This design comes from an exercise in tuning for small area, a short achievable clock period and few clock cycles on the open sky130 flow, not from production work.
In this exercise RTL edits were held to simulation tests only and were not proved equivalent to the original.
No activity file was given, so power comes from the tool's default toggle rates.

==> flow/design.v (excerpt) <==
module mac_array (
  input  logic        clk,
  input  logic        arst_n_in,
  input  logic        in_valid,
  output logic        in_ready,
  input  logic [63:0] a_in,
  input  logic [63:0] b_in,
  input  logic        in_last,
  input  logic        round_in,
  input  logic        sat_in,
  output logic        out_valid,
  input  logic        out_ready,
  output logic [63:0] out,
  output logic [3:0]  out_ovf
);
clock: 7.0 ns
lec_check: 0
abc_area: 1
cap_margin: 20
core_margin: 2
core_utilization: 40
setup_slack_margin: 4.05
slew_margin: 20
run.sh (not shown) runs the stock make flow with config.mk's settings and CLKGATE_MAP_FILE= SYNTH_SCRIPT=/design/flow/synth_recipe.tcl, a recipe that flattens the netlist after the stock synthesis.
The first run ran to the end with no violations.
Testbench counts at the start, summed over its fixed seeds: cycles 20,723.
Change:
==> flow/flow/run.sh (new file) <==
#!/bin/bash
# Standard layout flow, with the port buffers made from a regular buffer
# cell (the default pick is a delay cell). All tool output is in
# orfs/logs/ (per step) and in standard.log here.
set -euo pipefail
export BUFFER_PORTS_ARGS="-buffer_cell sky130_fd_sc_hd__buf_4"
bash standard.sh > standard.log 2>&1
==> flow/standard.sh (new file) <==
#!/bin/bash
# synth_recipe.tcl (not shown) runs the flow's synth.tcl, then flattens the netlist and writes it again
# the make line also repeats each setting of config.mk as NAME=value (left out here)
make -C /OpenROAD-flow-scripts/flow DESIGN_CONFIG=/design/flow/config.mk WORK_HOME=/design/flow/orfs CLKGATE_MAP_FILE= SYNTH_SCRIPT=/design/flow/synth_recipe.tcl "${@:-finish}"
Settings changed: SETUP_SLACK_MARGIN 4.05 to 4.15.
removed: flow/run.sh
Wire length rose by about 2.6%.
Non-clock buffer count grows by 185.
Hold slack stays flat.
Maximum frequency goes up by about 0.34%.

Another version of the RTL of mac_array (not shown whole).
Size: ~6100 cells after synthesis, roughly 1100 flip-flops, about 210 I/O pins.
==> flow/design.v (excerpt) <==
module mac_array (
  input  logic        clk,
  input  logic        arst_n_in,
  input  logic        in_valid,
  output logic        in_ready,
  input  logic [63:0] a_in,
  input  logic [63:0] b_in,
  input  logic        in_last,
  input  logic        round_in,
  input  logic        sat_in,
  output logic        out_valid,
  input  logic        out_ready,
  output logic [63:0] out,
  output logic [3:0]  out_ovf
);
clock: 7.0 ns
lec_check: 0
abc_area: 1
cap_margin: 20
core_margin: 2
core_utilization: 40
setup_slack_margin: 3.3
slew_margin: 20
Stock flow here: none of the scripts above is used.
Testbench counts at the start, summed over its fixed seeds: cycles 20,723.
Rerun with:
SETUP_SLACK_MARGIN = 4.2   (was 3.3)
Effect: Sequential share of layout area shrinks by 2.3 points. Hold slack is about the same. Clock skew shrinks by 11 ps. Register-to-register slack gains 390 ps. Area after synthesis is unchanged. Flip-flop and latch count is unchanged. Die area does not change. Final area grows by a little under a tenth. Total power grows by roughly a tenth.
Rerun with:
SETUP_SLACK_MARGIN = 3.9   (was 4.2)
What happened:
- clock-buffer cell count came out higher by 7
- core utilization came out lower by 3.5 points
- total power came out lower by 8.7%
Rerun with:
SETUP_SLACK_MARGIN = 3.6   (was 3.9)
=> Hold slack barely changes. Final cell count is about the same. Global-route usage went down by 0.20 points. Cell area stays the same. Via count hardly moves. Synthesized area stays the same. Non-clock buffer count goes down by 4.

mac_array, a different RTL version from the one above (not shown whole).
Size in the first run: about 6000 cells after synthesis, ~1100 flip-flops.
Design mac_array, start of the top module:
module mac_array (
  input  logic        clk,
  input  logic        arst_n_in,
  input  logic        in_valid,
  output logic        in_ready,
  input  logic [63:0] a_in,
  input  logic [63:0] b_in,
  input  logic        in_last,
  input  logic        round_in,
  input  logic        sat_in,
  output logic        out_valid,
  input  logic        out_ready,
  output logic [63:0] out,
  output logic [3:0]  out_ovf
);
Settings: LEC_CHECK=0, ABC_AREA=1, CAP_MARGIN=20, CORE_MARGIN=2, CORE_UTILIZATION=40, CTS_CLUSTER_DIAMETER=140, CTS_CLUSTER_SIZE=26, SETUP_SLACK_MARGIN=4.05, SLEW_MARGIN=20; clock period 7.0 ns.
standard.sh (not shown) runs the stock make flow with config.mk's settings and CLKGATE_MAP_FILE= SYNTH_SCRIPT=/design/flow/synth_recipe.tcl, a recipe that flattens the netlist after the stock synthesis.
==> flow/flow/run.sh <==
#!/bin/bash
# Standard layout flow, with the port buffers made from a regular buffer
# cell (the default pick is a delay cell). All tool output is in
# orfs/logs/ (per step) and in standard.log here.
set -euo pipefail
export BUFFER_PORTS_ARGS="-buffer_cell sky130_fd_sc_hd__buf_4"
bash standard.sh > standard.log 2>&1
The first run went through all stages and came out clean.
Testbench counts at the start, summed over its fixed seeds: cycles 20,723.
Next try:
--- a/flow/flow/run.sh
+++ b/flow/flow/run.sh
@@ -4,4 +4,4 @@
 # orfs/logs/ (per step) and in standard.log here.
 set -euo pipefail
-export BUFFER_PORTS_ARGS="-buffer_cell sky130_fd_sc_hd__buf_4"
+export BUFFER_PORTS_ARGS="-buffer_cell sky130_fd_sc_hd__buf_2"
 bash standard.sh > standard.log 2>&1
CTS_CLUSTER_DIAMETER = 120   (was 140)
CTS_CLUSTER_SIZE = 22   (was 26)
GPL_TIMING_DRIVEN = 0   (was default)
Effect: The changed run finished with timing, DRC and antenna clean; area after synthesis stays the same; global-route usage rose by 2.9 points; setup slack got worse by 0.068 ns.
Next try:
GPL_TIMING_DRIVEN = default   (was 0)
What happened:
- The changed run finished clean
- total power decreases by 4.2%
- die area does not change
- global-route usage decreases by 2.6 points
- final cell count fell by 4.4%
- clock skew is about the same
- first-iteration DRC count rises by 1.8%
- setup slack gets better by 0.038 ns
Next try:
==> flow/run.sh (new file) <==
#!/bin/bash
# synth_recipe.tcl (not shown) runs the flow's synth.tcl, then flattens the netlist and writes it again
# the make line also repeats each setting of config.mk as NAME=value (left out here)
make -C /OpenROAD-flow-scripts/flow DESIGN_CONFIG=/design/flow/config.mk WORK_HOME=/design/flow/orfs CLKGATE_MAP_FILE= SYNTH_SCRIPT=/design/flow/synth_recipe.tcl finish
removed: flow/flow/run.sh
removed: flow/standard.sh
Outcome: The new run went through all stages and came out clean. Global-route usage falls by 0.66 points. Worst hold slack hardly moves. Register-to-register slack gets better by 0.02 ns. Area after synthesis stays the same. Fmax rises by 0.70%. Clock power rises by about 3%. Cell area rises by 1.2%. Combinational power barely changes.
Next try:
==> flow/flow/run.sh (new file) <==
#!/bin/bash
# Standard layout flow, with the port buffers made from a regular buffer
# cell (the default pick is a delay cell). All tool output is in
# orfs/logs/ (per step) and in standard.log here.
set -euo pipefail
export BUFFER_PORTS_ARGS="-buffer_cell sky130_fd_sc_hd__buf_1"
bash standard.sh > standard.log 2>&1
==> flow/standard.sh (new file) <==
#!/bin/bash
# synth_recipe.tcl (not shown) runs the flow's synth.tcl, then flattens the netlist and writes it again
# the make line also repeats each setting of config.mk as NAME=value (left out here)
make -C /OpenROAD-flow-scripts/flow DESIGN_CONFIG=/design/flow/config.mk WORK_HOME=/design/flow/orfs CLKGATE_MAP_FILE= SYNTH_SCRIPT=/design/flow/synth_recipe.tcl "${@:-finish}"
CAP_MARGIN = 5   (was 20)
SLEW_MARGIN = 5   (was 20)
removed: flow/run.sh
Effect: The changed run passed the timing, design-rule and antenna checks; worst setup slack gains 0.024 ns; flip-flop and latch count is unchanged; synthesized cell count is unchanged; critical path depth increases by 5; routed wire length decreases slightly.
Next try:
CAP_MARGIN = 20   (was 5)
SETUP_SLACK_MARGIN = 4.1   (was 4.05)
SLEW_MARGIN = 20   (was 5)
Global-route usage is higher by 0.45 points.
Setup slack is about the same.
Area after synthesis stays the same.
Cell count barely changes.

-- afterwards: timing with drivers on the ports --
Ports are ideal in the flow. The routed layouts listed here were re-timed in OpenROAD.
Step 1 (the two cells are an assumption about what drives the block):
set clk [get_ports {clk}]
set_driving_cell -lib_cell sky130_fd_sc_hd__clkbuf_16 $clk
set_driving_cell -lib_cell sky130_fd_sc_hd__buf_2 [delete_from_list [all_inputs] $clk]
Step 2, shift: input delay + t, output delay - t, t = (earliest + latest rising clock arrival at the registers) / 2. This alone moves slack from input paths to output paths.
Slacks: no drivers / after step 1 / after step 2; pairs: no drivers / after step 1.
| run | t, ns | setup slack, ns | slew at the worst register clock pin (ns) | pins driven straight from the clock port |
|---|---|---|---|---|
| the first run of note 1 | 0.803 | 4.097 / 4.024 / 3.682 | 0.06 / 0.06 | 1 |
| the second run of note 1 | 0.808 | 4.107 / 4.028 / 3.778 | 0.07 / 0.07 | 1 |
| the first run of note 2 | 0.804 | 3.676 / 3.644 / 3.633 | 0.07 / 0.07 | 1 |
| the second run of note 2 | 0.799 | 4.062 / 4.060 / 3.597 | 0.07 / 0.07 | 1 |
| the third run of note 2 | 0.796 | 3.968 / 3.896 / 3.248 | 0.07 / 0.07 | 1 |
| the fourth run of note 2 | 0.804 | 3.710 / 3.631 / 3.624 | 0.07 / 0.07 | 1 |
| the first run of note 3 | 0.746 | 4.108 / 4.108 / 3.700 | 0.11 / 0.11 | 1 |
| the second run of note 3 | 0.776 | 4.040 / 4.040 / 3.668 | 0.10 / 0.10 | 1 |
| the third run of note 3 | 0.764 | 4.078 / 4.078 / 3.990 | 0.10 / 0.10 | 1 |
| the fourth run of note 3 | 0.751 | 4.099 / 4.039 / 3.564 | 0.10 / 0.10 | 1 |
| the fifth run of note 3 | 0.748 | 4.123 / 4.100 / 4.012 | 0.10 / 0.10 | 1 |
| the sixth run of note 3 | 0.749 | 4.121 / 4.121 / 3.870 | 0.10 / 0.10 | 1 |
After both steps setup and hold are still met in every run listed. For the third run of note 2, which loses most, drivers alone change the setup slack by -0.072 ns; drivers and shift together by -0.720 ns.
